Context: an optimization exercise on an open-source flow, tuned for small area, a short achievable clock period and few clock cycles per item. The choices shown serve that exercise and are no tape-out recipe.
The RTL was checked by simulation tests, not by an equivalence proof against the original design.
Power is estimated from default activity; no workload was simulated.

==> flow/design.v (excerpt) <==
module conv_requant_packer #(
  parameter int DATA_WIDTH = 8,
  parameter int ACC_WIDTH  = 32,
  parameter int BUS_WIDTH  = 128,
  parameter int ADDR_WIDTH = 18
) (
  input  logic                  clk,
  input  logic                  rst,
  input  logic                  start,
  input  logic [ADDR_WIDTH-1:0] cfg_base_addr,
  input  logic [15:0]           cfg_scale,
  input  logic [4:0]            cfg_shift,
  input  logic [1:0]            cfg_act_mode,
  input  logic [DATA_WIDTH-1:0] cfg_clip_max,
  output logic                  busy,
  output logic                  done,
  input  logic                  in_valid,
  output logic                  in_ready,
  input  logic [ACC_WIDTH-1:0]  in_acc,
  input  logic [ACC_WIDTH-1:0]  in_bias,
  input  logic                  in_last,
  output logic                  out_valid,
  input  logic                  out_ready,
  output logic [ADDR_WIDTH-1:0] out_addr,
  output logic [BUS_WIDTH-1:0]  out_data,
  output logic                  out_last,
  output logic [15:0]           sat_count
);
For scale: about 3000 cells after synthesis, roughly 290 I/O pins, ~29000 µm² of cells after synthesis.
==> flow/config.mk <==
export PLATFORM = sky130hd
export DESIGN_NAME = conv_requant_packer
export DESIGN_NICKNAME = conv_requant_packer
export VERILOG_FILES = /design/flow/design.v
export SDC_FILE = /design/flow/constraint.sdc
export NUM_CORES = 4
export LEC_CHECK = 0
export ABC_AREA = 1
export CAP_MARGIN = 20
export CORE_MARGIN = 2
export CORE_UTILIZATION = 40
export GPL_ROUTABILITY_DRIVEN = 0
export SETUP_SLACK_MARGIN = 3.8
export SLEW_MARGIN = 20
export SYNTH_HIERARCHICAL = 1
export SYNTH_MINIMUM_KEEP_SIZE = 0
==> flow/constraint.sdc <==
create_clock -name core_clock -period 7.5 [get_ports {clk}]
set_input_delay 1.5000 -clock core_clock [delete_from_list [all_inputs] [get_ports {clk}]]
set_output_delay 1.5000 -clock core_clock [all_outputs]
set_load 0.01 [all_outputs]
standard.sh (not shown) runs the stock make flow with config.mk's settings and CLKGATE_MAP_FILE= SYNTH_SCRIPT=/design/flow/synth_recipe.tcl, a recipe that flattens the netlist after the stock synthesis.
==> flow/flow/run.sh <==
#!/bin/bash
set -euo pipefail
export BUFFER_PORTS_ARGS="-buffer_cell sky130_fd_sc_hd__buf_1"
bash standard.sh "BUFFER_PORTS_ARGS=$BUFFER_PORTS_ARGS" finish > flow_make.log 2>&1
Testbench counts at the start, summed over its fixed seeds: cycles 9,487, items 9,247.
Edit:
--- a/flow/design.v
+++ b/flow/design.v
@@ -25,24 +25,24 @@
   output logic [BUS_WIDTH-1:0]  out_data,
   output logic                  out_last,
   output logic [15:0]           sat_count
 );
   localparam int LANES  = BUS_WIDTH / DATA_WIDTH;
   localparam int IDX_W  = $clog2(LANES);
   localparam int PROD_W = ACC_WIDTH + 16;
   logic busy_q, run_q;
-  logic [7:0]                   cfg_one_q, cfg_two_q, cfg_neg_q;   
+  logic [7:0]                   cfg_onen_q, cfg_twon_q, cfg_neg_q;   
   logic                         cfg_top_q;                         
   logic [4:0]                   cfg_shift_q;
   logic [1:0]                   cfg_mode_q;
   logic signed [DATA_WIDTH-1:0] cfg_clip_q;
   logic [ADDR_WIDTH-1:0]        addr_q;
   logic                  s1_valid_q, s1_last_q;
-  logic [ACC_WIDTH-1:0]  s1_b_q;
+  logic [ACC_WIDTH-1:0]  s1_bn_q;      
   logic                  s2_valid_q, s2_last_q;
   logic [PROD_W-1:0]     s2_a_q, s2_c_q;
   logic                  s3_valid_q, s3_last_q, s3_hi_q, s3_neg_q;
   logic [9:0]            s3_t_q;
   logic [BUS_WIDTH-1:0]  word_q;
   logic [IDX_W-1:0]      idx_q;
   logic                  out_valid_q, out_last_q;
   logic stall, adv, accept, out_hs, start_ok, fin, wr, word_done;
@@ -313,20 +313,20 @@
     acc_sat = acc_sum[ACC_WIDTH-1:0];
     if (acc_sum[ACC_WIDTH] != acc_sum[ACC_WIDTH-1])
       acc_sat = {acc_sum[ACC_WIDTH], {(ACC_WIDTH-1){~acc_sum[ACC_WIDTH]}}};
   end
   logic [31:0]       mx;
   logic [15:0]       my;
   logic [PROD_W-1:0] ma, mb;
   logic [7:0] my_one, my_two, my_neg;
-  assign mx     = s1_b_q;
+  assign mx     = ~s1_bn_q;
   assign my     = {cfg_top_q, 15'd0};
-  assign my_one = cfg_one_q;
-  assign my_two = cfg_two_q;
+  assign my_one = ~cfg_onen_q;
+  assign my_two = ~cfg_twon_q;
   assign my_neg = cfg_neg_q;
   logic [7:0] enc_one, enc_two, enc_neg;
   always_comb begin
     for (int k = 0; k < 8; k++) begin
       logic y2, y1, y0;
       y2 = cfg_scale[2*k+1];
       y1 = cfg_scale[2*k];
       y0 = (k == 0) ? 1'b0 : cfg_scale[2*k-1];
@@ -1511,16 +1511,23 @@
     if (cfg_mode_q == 2'b01 || cfg_mode_q == 2'b10) begin
       if (q_val[7]) act_val = '0;
       if (cfg_mode_q == 2'b10 && act_val > cfg_clip_q) act_val = cfg_clip_q;
     end
   end
   assign wr        = s3_valid_q & adv;
   assign word_done = (idx_q == IDX_W'(LANES - 1)) | s3_last_q;
   assign zbyte     = (idx_q == '0) ? 8'd0 : act_val;
+  logic [ADDR_WIDTH-1:0] addr_inc;
+  logic [ADDR_WIDTH:0]   addr_c;
+  assign addr_c[0] = 1'b1;
+  for (genvar i = 0; i < ADDR_WIDTH; i++) begin : g_addr_inc
+    assign addr_inc[i] = addr_q[i] ^ addr_c[i];
+    assign addr_c[i+1] = addr_q[i] & addr_c[i];
+  end
   always_ff @(posedge clk) begin
     if (rst) begin
       busy_q      <= 1'b0;
       run_q       <= 1'b0;
       s1_valid_q  <= 1'b0;
       s2_valid_q  <= 1'b0;
       s3_valid_q  <= 1'b0;
       out_valid_q <= 1'b0;
@@ -1542,49 +1549,55 @@
         else           idx_q <= idx_q + IDX_W'(1);
       end
       if (wr && word_done) out_valid_q <= 1'b1;
       else if (out_hs)     out_valid_q <= 1'b0;
     end
   end
   always_ff @(posedge clk) begin
     if (start_ok) begin
-      cfg_one_q   <= enc_one;
-      cfg_two_q   <= enc_two;
+      cfg_onen_q  <= ~enc_one;
+      cfg_twon_q  <= ~enc_two;
       cfg_neg_q   <= enc_neg;
       cfg_top_q   <= cfg_scale[15];
       cfg_shift_q <= cfg_shift;
       cfg_mode_q  <= cfg_act_mode;
       cfg_clip_q  <= cfg_clip_max;
     end
     if (start_ok)    addr_q <= cfg_base_addr;
-    else if (out_hs) addr_q <= addr_q + ADDR_WIDTH'(1);
+    else if (out_hs) addr_q <= addr_inc;
     if (adv) begin
-      s1_b_q    <= acc_sat;
+      s1_bn_q   <= ~acc_sat;
       s1_last_q <= in_last;
       s2_a_q    <= ma;
       s2_c_q    <= mb;
       s2_last_q <= s1_last_q;
       s3_t_q    <= t10;
       s3_hi_q   <= hi_ok;
       s3_neg_q  <= p[PROD_W-1];
       s3_last_q <= s2_last_q;
     end
     if (wr && word_done) out_last_q <= s3_last_q;
     if (wr && idx_q == '0) word_q[DATA_WIDTH-1:0] <= act_val;
     for (int l = 1; l < LANES; l++) begin
       if (wr && (idx_q == IDX_W'(l) || idx_q == '0))
         word_q[l*DATA_WIDTH +: DATA_WIDTH] <= zbyte;
     end
   end
-  logic [15:0] sat_cnt_q;
+  logic [15:0] sat_cnt_q, sat_inc;
+  logic [16:0] sat_c;
+  assign sat_c[0] = 1'b1;
+  for (genvar i = 0; i < 16; i++) begin : g_sat_inc
+    assign sat_inc[i]  = sat_cnt_q[i] ^ sat_c[i];
+    assign sat_c[i+1]  = sat_cnt_q[i] & sat_c[i];
+  end
   always_ff @(posedge clk) begin
     if (rst)                                          sat_cnt_q <= '0;
     else if (start_ok)                                sat_cnt_q <= '0;
-    else if (wr && sat && sat_cnt_q != 16'hFFFF) sat_cnt_q <= sat_cnt_q + 16'd1;
+    else if (wr && sat && !sat_c[16]) sat_cnt_q <= sat_inc;   
   end
   assign sat_count = sat_cnt_q;
 endmodule
 module rq_fa (input logic a, b, c, output logic s, co);
   assign s  = a ^ b ^ c;
   assign co = (a & b) | (a & c) | (b & c);
 endmodule
 module rq_ha (input logic a, b, output logic s, co);
Clock-buffer cell count is lower by 3.
Die area is lower by 1.3%.
Fmax is higher by 0.59%.
Wire length is lower by 3.8%.
Area after synthesis is lower by 1.3%.
Sequential power is higher by about 6%.
Global-route usage is lower by 0.64 points.
Register-to-register slack is better by 0.02 ns.
Cell count is lower by 2.5%.
Clock power is higher by about 2%.
Synthesized cell count is lower by 2.4%.
Power is lower by 3.4%.
Testbench counts after the change, summed over its fixed seeds: cycles 9,487, items 9,247.


conv_requant_packer, a different RTL version from the one above (not shown whole).
For scale: ~2700 cells after synthesis, ~350 flip-flops.
clock: 7.5 ns
lec_check: 0
abc_area: 1
cap_margin: 20
core_margin: 2
core_utilization: 40
gpl_routability_driven: 0
setup_slack_margin: 3.9
slew_margin: 20
synth_hierarchical: 1
synth_minimum_keep_size: 0
Scripts as last shown in full above: flow/flow/run.sh
The first run finished with timing, DRC and antenna clean.
Testbench counts at the start, summed over its fixed seeds: cycles 9,487, items 9,247.
==> next run, changes <==
--- a/flow/design.v
+++ b/flow/design.v
@@ -1479,47 +1479,31 @@
   assign cp_c[42] = cp_G64;
   assign cp_c[43] = cp_G86;
   assign cp_c[44] = cp_G54;
   assign cp_c[45] = cp_G87;
   assign cp_c[46] = cp_G65;
   assign cp_c[47] = cp_G88;
   assign cp_c[48] = cp_G47;
   assign cp_s = cp_p ^ cp_c[47:0];
   logic [PROD_W-1:0] p;
   logic [PROD_W:0]   p2;
-  logic [24:0]       sh16;
-  logic [16:0]       sh8;
-  logic [12:0]       sh4;
-  logic [10:0]       sh2;
-  logic [39:0]       dd;
-  logic [23:0]       o16;
-  logic [15:0]       o8;
-  logic [11:0]       o4;
-  logic [9:0]        o2;
-  logic [8:0]        o1;
+  logic [PROD_W:0]   win;
+  logic [39:0]       hmask;
   logic              hi_ok;
   logic [9:0]        t10;
   always_comb begin
     p     = cp_s;
     p2    = {p, 1'b0};
-    sh16  = cfg_shift_q[4] ? p2[40:16] : p2[24:0];
-    sh8   = cfg_shift_q[3] ? sh16[24:8] : sh16[16:0];
-    sh4   = cfg_shift_q[2] ? sh8[16:4]  : sh8[12:0];
-    sh2   = cfg_shift_q[1] ? sh4[12:2]  : sh4[10:0];
-    t10   = cfg_shift_q[0] ? sh2[10:1]  : sh2[9:0];
-    dd    = p[PROD_W-1:8] ^ {40{p[PROD_W-1]}};
-    o16   = cfg_shift_q[4] ? dd[39:16] : {8'd0, dd[15] | (|dd[39:16]), dd[14:0]};
-    o8    = cfg_shift_q[3] ? o16[23:8] : {8'd0, o16[7] | (|o16[23:8]), o16[6:0]};
-    o4    = cfg_shift_q[2] ? o8[15:4]  : {8'd0, o8[3] | (|o8[15:4]), o8[2:0]};
-    o2    = cfg_shift_q[1] ? o4[11:2]  : {8'd0, o4[1] | (|o4[11:2]), o4[0]};
-    o1    = cfg_shift_q[0] ? o2[9:1]   : {8'd0, o2[0] | (|o2[9:1])};
-    hi_ok = ~|o1;
+    win   = p2 >> cfg_shift_q;
+    t10   = win[9:0];
+    for (int i = 0; i < 40; i++) hmask[i] = (i >= 32'(cfg_shift_q));
+    hi_ok = ~|((p[PROD_W-1:8] ^ {40{p[PROD_W-1]}}) & hmask);
   end
   logic [10:0]       u;
   logic              sat;
   logic signed [7:0] q_val, act_val;
   logic [7:0]        zbyte;
   always_comb begin
     u   = {s3_t_q[9], s3_t_q} + 11'd1;
     sat = ~s3_hi_q | (u[10] != u[9]) | (u[9] != u[8]);
     if (sat) q_val = s3_neg_q ? 8'sh80 : 8'sh7f;
     else     q_val = u[8:1];
After rerunning: The new run completed without violations; register-to-register slack gains 40 ps; die area climbs by a few percent; worst setup slack improves by 38 ps; core utilization goes down by 0.70 points; final area rose by a few percent.
Testbench counts after the change, summed over its fixed seeds: cycles 9,487, items 9,247.


== the reference run ==
conv_requant_packer, a different RTL version from the one above (not shown whole).
For scale: ~2,600 cells after synthesis, about 350 flip-flops, about 290 I/O pins.
==> flow/config.mk <==
export PLATFORM = sky130hd
export DESIGN_NAME = conv_requant_packer
export DESIGN_NICKNAME = conv_requant_packer
export VERILOG_FILES = /design/flow/design.v
export SDC_FILE = /design/flow/constraint.sdc
export NUM_CORES = 4
export LEC_CHECK = 0
export ABC_AREA = 1
export CAP_MARGIN = 20
export CORE_MARGIN = 2
export CORE_UTILIZATION = 40
export GPL_ROUTABILITY_DRIVEN = 0
export SETUP_SLACK_MARGIN = 4.0
export SLEW_MARGIN = 20
export SYNTH_HIERARCHICAL = 1
export SYNTH_MINIMUM_KEEP_SIZE = 0
==> flow/constraint.sdc <==
create_clock -name core_clock -period 7.5 [get_ports {clk}]
set_input_delay 1.5000 -clock core_clock [delete_from_list [all_inputs] [get_ports {clk}]]
set_output_delay 1.5000 -clock core_clock [all_outputs]
set_load 0.01 [all_outputs]
Scripts as last shown in full above: flow/flow/run.sh
Testbench counts of the reference run, summed over its fixed seeds: cycles 9,487, items 9,247.
Edits applied to the flow inputs when going from the reference run to the trial run:
diff --git a/flow/design.v b/flow/design.v
--- a/flow/design.v
+++ b/flow/design.v
@@ -1524,29 +1524,22 @@
     if (sat) q_val = s3_neg_q ? 8'sh80 : 8'sh7f;
     else     q_val = u[8:1];
     act_val = q_val;
     if (cfg_mode_q == 2'b01 || cfg_mode_q == 2'b10) begin
       if (q_val[7]) act_val = '0;
       if (cfg_mode_q == 2'b10 && act_val > cfg_clip_q) act_val = cfg_clip_q;
     end
   end
   assign wr        = s3_valid_q & adv;
   assign word_done = (idx_q == IDX_W'(LANES - 1)) | s3_last_q;
   assign zbyte     = (idx_q == '0) ? 8'd0 : act_val;
-  logic [ADDR_WIDTH-1:0] addr_inc;
-  logic [ADDR_WIDTH:0]   addr_c;
-  assign addr_c[0] = 1'b1;
-  for (genvar i = 0; i < ADDR_WIDTH; i++) begin : g_addr_inc
-    assign addr_inc[i] = addr_q[i] ^ addr_c[i];
-    assign addr_c[i+1] = addr_q[i] & addr_c[i];
-  end
   always_ff @(posedge clk) begin
     if (rst) begin
       busy_q      <= 1'b0;
       run_q       <= 1'b0;
       s1_valid_q  <= 1'b0;
       s2_valid_q  <= 1'b0;
       s3_valid_q  <= 1'b0;
       out_valid_q <= 1'b0;
       idx_q       <= '0;
     end else begin
       if (start_ok) begin
@@ -1571,52 +1564,46 @@
   always_ff @(posedge clk) begin
     if (start_ok) begin
       cfg_onen_q  <= ~enc_one;
       cfg_twon_q  <= ~enc_two;
       cfg_neg_q   <= enc_neg;
       cfg_top_q   <= cfg_scale[15];
       cfg_shift_q <= cfg_shift;
       cfg_mode_q  <= cfg_act_mode;
       cfg_clip_q  <= cfg_clip_max;
     end
     if (start_ok)    addr_q <= cfg_base_addr;
-    else if (out_hs) addr_q <= addr_inc;
+    else if (out_hs) addr_q <= addr_q + ADDR_WIDTH'(1);
     if (adv) begin
       s1_bn_q   <= ~acc_sat;
       s1_last_q <= in_last;
       s2_a_q    <= ma;
       s2_c_q    <= mb;
       s2_last_q <= s1_last_q;
       s3_t_q    <= t10;
       s3_hi_q   <= hi_ok;
       s3_neg_q  <= p[PROD_W-1];
       s3_last_q <= s2_last_q;
     end
     if (wr && word_done) out_last_q <= s3_last_q;
     if (wr && idx_q == '0) word_q[DATA_WIDTH-1:0] <= act_val;
     for (int l = 1; l < LANES; l++) begin
       if (wr && (idx_q == IDX_W'(l) || idx_q == '0))
         word_q[l*DATA_WIDTH +: DATA_WIDTH] <= zbyte;
     end
   end
-  logic [15:0] sat_cnt_q, sat_inc;
-  logic [16:0] sat_c;
-  assign sat_c[0] = 1'b1;
-  for (genvar i = 0; i < 16; i++) begin : g_sat_inc
-    assign sat_inc[i]  = sat_cnt_q[i] ^ sat_c[i];
-    assign sat_c[i+1]  = sat_cnt_q[i] & sat_c[i];
-  end
+  logic [15:0] sat_cnt_q;
   always_ff @(posedge clk) begin
     if (rst)                                          sat_cnt_q <= '0;
     else if (start_ok)                                sat_cnt_q <= '0;
-    else if (wr && sat && !sat_c[16]) sat_cnt_q <= sat_inc;   
+    else if (wr && sat && sat_cnt_q != 16'hFFFF) sat_cnt_q <= sat_cnt_q + 16'd1;
   end
   assign sat_count = sat_cnt_q;
 endmodule
 module rq_fa (input logic a, b, c, output logic s, co);
   assign s  = a ^ b ^ c;
   assign co = (a & b) | (a & c) | (b & c);
 endmodule
 module rq_ha (input logic a, b, output logic s, co);
   assign s  = a ^ b;
   assign co = a & b;
 endmodule
[summary]
The reference run tops out at a higher clock frequency than the trial run. For the reference run, the cell type of the slowest stage on the worst timing path was sky130_fd_sc_hd__edfxtp_1, unlike the trial run, where it was sky130_fd_sc_hd__fa_1. From the reference run to the trial run the numbers moved as follows: post-route worst hold slack was more or less identical; area of combinational cells with multiple inputs went down by 1.2%; initial antenna violation count went up by 3; fraction of power spent switching nets went down by 0.29 points. Compared the trial run vs the reference run, and critical path depth is down in the trial run.
Testbench counts of the trial run, summed over its fixed seeds: cycles 9,487, items 9,247.

separate check: timing with driven ports:
Ports are ideal in the flow. The routed layouts listed here were re-timed in OpenROAD.
Step 1, drivers: a clkbuf_16 drives clk and a buf_2 each remaining input, both assumed.
Step 2 adds t to the input delays and takes it off the output delays; t is the mean of the earliest and latest rising clock arrival at the registers after step 1. Input paths then give back, and output paths get back, about the clock's delay inside the block.
Three values: ideal ports, drivers, drivers and shift; two values: the first two.
run	shift t [ns]	slack for setup (ns)	hold WS [ns]	slew at the worst register clock pin (ns)
the first run of note 1	0.637	3.856 / 3.829 / 3.486	0.419 / 0.419 / 0.419	0.07 / 0.07
the second run of note 1	0.627	3.877 / 3.877 / 3.474	0.417 / 0.417 / 0.417	0.07 / 0.07
the first run of note 2	0.636	3.909 / 3.909 / 3.551	0.429 / 0.429 / 0.429	0.07 / 0.07
the second run of note 2	0.641	3.947 / 3.938 / 3.487	0.405 / 0.405 / 0.405	0.06 / 0.06
the reference run	0.632	3.954 / 3.954 / 3.608	0.420 / 0.420 / 0.420	0.07 / 0.07
the trial run	0.645	3.925 / 3.925 / 3.592	0.420 / 0.420 / 0.420	0.06 / 0.06
After both steps every run listed still meets setup and hold. For the second run of note 2, which loses most, drivers alone change the setup slack by -0.009 ns; drivers and shift together by -0.460 ns.
